This is an optimization exercise on Yosys and OpenROAD, whose aim is small area, not a production implementation.
The RTL was checked by simulation tests, not by an equivalence proof against the original design.
Power and IR drop assume default switching activity.

===== design/flow/design.v =====
module multicycle_cobra_core #(
   parameter int XLEN = 32,
   parameter int PC_W = 8
) (
   input  logic            clk,
   input  logic            rst,
   output logic            imem_req,
   output logic [PC_W-1:0] imem_addr,
   input  logic            imem_ack,
   input  logic [31:0]     imem_rdata,
   input  logic            in_valid,
   output logic            in_ready,
   input  logic [XLEN-1:0] in_data,
   output logic [XLEN-1:0] out_data,
   output logic            out_valid
);
   localparam int SH_W = $clog2(XLEN);
   localparam logic [PC_W-1:0] PC_ONE = PC_W'(1);
   typedef enum logic [1:0] {S_FETCH, S_EXEC, S_WAIT, S_HALT} state_t;
   state_t            state_reg, state_next;
   logic [PC_W-1:0]   pc_reg, pc_next;
   logic [31:0]       ir_reg;
   logic [XLEN-1:0]   rf_q [32];
   logic              ir_b, ir_c;
   logic [1:0]        ir_ws;
   logic [4:0]        ir_op, ir_ra1, ir_ra2, ir_wa;
   logic [7:0]        ir_off;
   logic [XLEN-1:0]   rd1, rd2, alu_res, imm_sx, rf_wdata;
   logic              alu_flag, branch_take, rf_we, out_load;
   logic [PC_W-1:0]   off_pc;
   assign ir_b   = ir_reg[31];
   assign ir_c   = ir_reg[30];
   assign ir_ws  = ir_reg[29:28];
   assign ir_op  = ir_reg[27:23];
   assign ir_ra1 = ir_reg[22:18];
   assign ir_ra2 = ir_reg[17:13];
   assign ir_off = ir_reg[12:5];
   assign ir_wa  = ir_reg[4:0];
   assign imm_sx    = XLEN'($signed(ir_reg[27:5]));
   assign off_pc    = PC_W'($signed(ir_off));
   assign imem_addr = pc_reg;
   assign rf_q[0] = '0;
   genvar gi;
   generate
      for (gi = 1; gi < 32; gi++) begin : g_rf
         logic [XLEN-1:0] r_reg;
         always_ff @(posedge clk or posedge rst) begin
            if (rst)
               r_reg <= '0;
            else if (rf_we && ir_wa == 5'(gi))
               r_reg <= rf_wdata;
         end
         assign rf_q[gi] = r_reg;
      end
   endgenerate
   assign rd1 = rf_q[ir_ra1];
   assign rd2 = rf_q[ir_ra2];
   always_comb begin
      alu_res  = '0;
      alu_flag = 1'b0;
      case (ir_op)
         5'b00000: alu_res = rd1 + rd2;
         5'b01000: alu_res = rd1 - rd2;
         5'b00001: alu_res = rd1 << rd2[SH_W-1:0];
         5'b00010: alu_res = {{(XLEN-1){1'b0}}, $signed(rd1) < $signed(rd2)};
         5'b00011: alu_res = {{(XLEN-1){1'b0}}, rd1 < rd2};
         5'b00100: alu_res = rd1 ^ rd2;
         5'b00101: alu_res = rd1 >> rd2[SH_W-1:0];
         5'b01101: alu_res = $unsigned($signed(rd1) >>> rd2[SH_W-1:0]);
         5'b00110: alu_res = rd1 | rd2;
         5'b00111: alu_res = rd1 & rd2;
         5'b11000: alu_flag = (rd1 == rd2);
         5'b11001: alu_flag = (rd1 != rd2);
         5'b11100: alu_flag = ($signed(rd1) < $signed(rd2));
         5'b11101: alu_flag = ($signed(rd1) >= $signed(rd2));
         5'b11110: alu_flag = (rd1 < rd2);
         5'b11111: alu_flag = (rd1 >= rd2);
         default: ;
      endcase
   end
   assign branch_take = ir_b | (ir_c & alu_flag);
   always_ff @(posedge clk or posedge rst) begin
      if (rst)
         state_reg <= S_FETCH;
      else
         state_reg <= state_next;
   end
   always_comb begin
      state_next = state_reg;
      pc_next    = pc_reg;
      case (state_reg)
         S_FETCH: if (imem_ack) state_next = S_EXEC;
         S_EXEC: begin
            if (ir_ws == 2'b01 && !in_valid) begin
               state_next = S_WAIT;
            end else begin
               pc_next    = branch_take ? pc_reg + off_pc : pc_reg + PC_ONE;
               state_next = S_FETCH;
            end
         end
         S_WAIT: begin
            if (in_valid) begin
               pc_next    = branch_take ? pc_reg + off_pc : pc_reg + PC_ONE;
               state_next = S_FETCH;
            end
         end
         default: state_next = S_FETCH;
      endcase
   end
   always_comb begin
      imem_req = 1'b0;
      in_ready = 1'b0;
      rf_we    = 1'b0;
      rf_wdata = '0;
      out_load = 1'b0;
      case (state_reg)
         S_FETCH: imem_req = 1'b1;
         S_EXEC: begin
            in_ready = (ir_ws == 2'b01);
            if (!(ir_ws == 2'b01 && !in_valid)) begin
               case (ir_ws)
                  2'b01: begin rf_we = 1'b1; rf_wdata = in_data; end
                  2'b10: begin rf_we = 1'b1; rf_wdata = imm_sx;  end
                  2'b11: begin rf_we = 1'b1; rf_wdata = alu_res; out_load = 1'b1; end
                  default: ;
               endcase
            end
         end
         S_WAIT: begin
            in_ready = 1'b1;
            if (in_valid) begin
               rf_we    = 1'b1;
               rf_wdata = in_data;
            end
         end
         default: ;
      endcase
      if (rst) begin
         imem_req = 1'b0;
         in_ready = 1'b0;
      end
   end
   always_ff @(posedge clk or posedge rst) begin
      if (rst) begin
         pc_reg    <= '0;
         ir_reg    <= '0;
         out_data  <= '0;
         out_valid <= 1'b0;
      end else begin
         pc_reg    <= pc_next;
         out_valid <= out_load;
         if (state_reg == S_FETCH && imem_ack)
            ir_reg <= imem_rdata;
         if (out_load)
            out_data <= alu_res;
      end
   end
endmodule

===== design/flow/run.sh =====
#!/bin/bash
# synth_recipe.tcl (not shown) runs the flow's synth.tcl, then flattens the netlist and writes it again
# the make line also repeats each setting of config.mk as NAME=value (left out here)
make -C /OpenROAD-flow-scripts/flow DESIGN_CONFIG=/design/flow/config.mk WORK_HOME=/design/flow/orfs CLKGATE_MAP_FILE= SYNTH_SCRIPT=/design/flow/synth_recipe.tcl finish

===== design/flow/config.mk =====
export PLATFORM = sky130hd
export DESIGN_NAME = multicycle_cobra_core
export DESIGN_NICKNAME = multicycle_cobra_core
export VERILOG_FILES = /design/flow/design.v
export SDC_FILE = /design/flow/constraint.sdc
export NUM_CORES = 4
export LEC_CHECK = 0
export CAP_MARGIN = 20
export CORE_MARGIN = 2
export CORE_UTILIZATION = 25
export PLACE_DENSITY = 0.45
export SLEW_MARGIN = 20

===== design/flow/constraint.sdc =====
create_clock -name core_clock -period 10.0 [get_ports {clk}]
set_input_delay 2.0000 -clock core_clock [delete_from_list [all_inputs] [get_ports {clk}]]
set_output_delay 2.0000 -clock core_clock [all_outputs]
set_load 0.01 [all_outputs]

==> run summary <==
layout by cell type (no fill, tap or decap), drive strengths merged, types with 88 or more instances in the layout:
cell type	n
a21oi	573
a22oi	614
a31oi	119
and3	248
buf	386
clkbuf	180
clkdlybuf4s50	110
dfrtp	1067
ha	108
inv	124
mux2	189
mux2i	188
nand2	784
nand3	122
nand4	88
nor2	777
nor3	93
o21ai	536
metal layers:
metal	track usage (%)	vias up
met4	22.1	8
li1	-	26600
met3	10.2	1554
met2	47.4	5293
met1	40.5	33100
met5	0	-
metrics by stage:
step                 TNS, ns  setup slack, ns  std cells
detailed placement         0            0.903      10400
finish                     0            0.513      10700
global placement           0            0.372      10400
global route               0            0.439      10600
floorplan           -7165.33            -6.72       7238
CTS                        0            0.868      10600
cells in the mapped netlist, types with 88 or more instances:
library cell  number
a21oi_1          573
a22oi_1          614
a31oi_1          119
and3_1           248
buf_2            115
clkbuf_1         490
dfrtp_1         1067
ha_1             108
inv_1            115
mux2_2           189
mux2i_1          184
nand2_1          784
nand3_1          120
nand4_1           88
nor2_1           773
nor3_1            93
o21ai_0          477
final cells by class:
| class | instances | share of cell area [%] |
|---|---|---|
| antenna | 29 | 0.0978 |
| timing repair buffer | 496 | 5.72 |
| tap | 3348 | 5.65 |
| sequential | 1067 | 36.0 |
| multi-input combinational | 5372 | 45.7 |
| clock inverter | 56 | 1.17 |
| inverter | 121 | 0.619 |
| clock buffer | 180 | 5.01 |
critical path: cells and delay by family, from the launching register on:
kind	cells	cell delay (ns)
AO/OA/AOI/OAI	13	3.34
buffers and inverters	5	1.34
AND/OR/NAND/NOR	9	2.90
adder cells (fa/ha/maj)	2	0.90
XOR/XNOR	1	0.14
flip-flops	1	0.73
cells by family (layout without fill, tap and decap cells):
kind of cell             Yosys count  count (layout)  synth area share [%]
multiplexers                     377             377                  6.41
XOR/XNOR                          28              28                 0.389
flip-flops                      1067            1067                  42.4
other                              0              29                     0
AND/OR/NAND/NOR                 2414            2414                  17.9
adder cells (fa/ha/maj)          111             111                  2.24
buffers and inverters            799             853                  5.25
AO/OA/AOI/OAI                   2442            2442                  25.5
power groups by stage:
stage / logic, W / clock network, W / registers, W
after global placement: 0.0114 / 0 / 0.00676
final: 0.0119 / 0.00515 / 0.00677
after floorplan: 0.00611 / 0 / 0.00599
after CTS: 0.0114 / 0.00519 / 0.00669
after detailed placement: 0.0113 / 0 / 0.00675
after global routing: 0.0122 / 0.00537 / 0.00681
final timing paths:
| kind | depth (start not counted) | slack, ns | endpoint | start |
|---|---|---|---|---|
| setup / recovery | 30 | 0.51 | pc_reg[7] | ir_reg[21] |
| hold / removal | 2 | 0.48 | out_data[25] | out_data[25] |
| setup reg to reg | 30 | 0.51 | pc_reg[7] | ir_reg[21] |
| hold reg to reg | 2 | 0.48 | out_data[25] | out_data[25] |
| max in group asynchronous | 4 | 6.43 | ir_reg[18] | rst |
| min in group asynchronous | 2 | 1.55 | out_data[6] | rst |
==> flow_summary.toml <==
[global_route]
antenna_found_initial = 34
grt_pass1_wl_um = 570000
grt.overflow.total = 0
first_global_vias = 61700
grt_use_total_pct = 32.4
grt_start_max_net_pins = 168

[logic_synthesis]
netlist_area_um2 = 63000
synth_ff_type = "dfrtp_1"
synth-async-reset-ratio_pct = 100
ys_top_cells_by_area = "dfrtp_1, a22oi_1, nand2_1"
synth_edf_count = 0
yosys.area.top_type_share_pct = 42.4
ys_seq_area_share_pct = 42.4
synth.distinct_cells = 103
yosysTopAreaCell = "dfrtp_1"
yosys_warnings = 2
syn-num-nets = 7417
ys_ff_latch = 1067
synthCells = 7238
avgSynthCellArea_um2 = 8.70

[sta]
rsz0062_at_grt = "no"
period_share_pct = 94.9
fin_crit_ns = 9.49
finalHoldViolCount = 0
skew_ns = 0.0569
slew_viol_final = 0
holdWs_ns = 0.482
setup_viol = 0
clock.fmax_mhz = 105
worst_pin_slew_ns = 1.36
relSlewSlack_pct = 8.90

[finish]
fill_cells = 26600
area_growth_pct = 17.8
final_nets = 7370
final_layout_size_suffix_gt1_share_pct = 14.0
multi_input_area_um2 = 33900
layout.core_utilization_pct = 29.6
seq_area_um2 = 26700
final_cell_area_um2 = 74200
largest_register_ffs = 992

[route]
post_drt_via_cell_ratio = 6.24
dr.pass1.iters = 10
wl_per_cell_um = 40.3
drt_iter0_drc = 11100
wl_met2_um = 179000
vias = 66600
drcViolationCount = 0
wl_met3_um = 49000
antenna_left = 0
wl_met1_um = 165000
routed_wl_um = 430000
dr.max_layer_used = "met5"

[power_and_ir_drop]
internal_power_w = 0.0117
p_total_w = 0.0239
p_sw_share_pct = 51.1
ir_drop_mv = 0.270
power_frac_seq_pct = 28.4
p_comb_share_pct = 50.1
p_leak_nw = 32.0
powerDensity_nw_per_um2 = 322
p_switching_w = 0.0122
clkPwrFrac_pct = 21.6

[clocking]
ctsLongestPathBuffers = 3
htreeDepth = 4
cts_hold_buf = 0
cts_setup_buffers = 0
cts_tree = "yes"
cts_resized = 0
cts.sink_count = 1067
clock-root-buffer = "clkbuf_16"
numCtsBuffers = 133
worstSkewPairLatency_ns = 0.86
clk_pin_slew_ns = 0.06

[worst_setup_path]
crit_path_top_delay_cell = "or3_1"
critical_path_class = "register to register"
end_kind = "register"
start_kind = "register"
max_stage_delay_ns = 0.74
worst_path_most_repeated_cell = "a21o_1"
worstPathArrival_ns = 10.22
critical_path_required_ns = 10.73
cp_max_fo = 25

[die]
start_util_pct = 25.1
num_rows = 184
core_um2 = 251000
die_width_um = 506
io_pins = 111
die_area_um2 = 256000
die_height_um = 506

[placed_design]
routabilityCongestion = 1.07
io_buffers = 110
dpl-instance-area_um2 = 69500
dpl.hpwl_um = 300000

[status]
outcome = "no timing/DRC/antenna violations"

[flow_run]
cap_violations = 0

[min_path]
hp-class = "register to register"

what the ideal ports hide:
The flow's constraints put no driver on any port. The routed layout listed below was extracted and timed again, unchanged, in two steps.
Step 1, drivers: a clkbuf_16 drives clk and a buf_2 each remaining input, both assumed.
Step 2 also shifts input and output timing later by t, the mid clock arrival at the registers, as if the neighbouring blocks saw the same clock.
Three values: ideal, step 1, step 2; two values: the first two.
t, ns: 0.920
slack for setup (ns): 0.513 / 0.513 / 0.513
worst setup path after step 2: register to register
slew at the worst register clock pin (ns): 0.07 / 0.07
After both steps setup and hold are still met in this run. For this run, drivers alone change the setup slack by 0.000 ns; drivers and shift together by 0.000 ns.
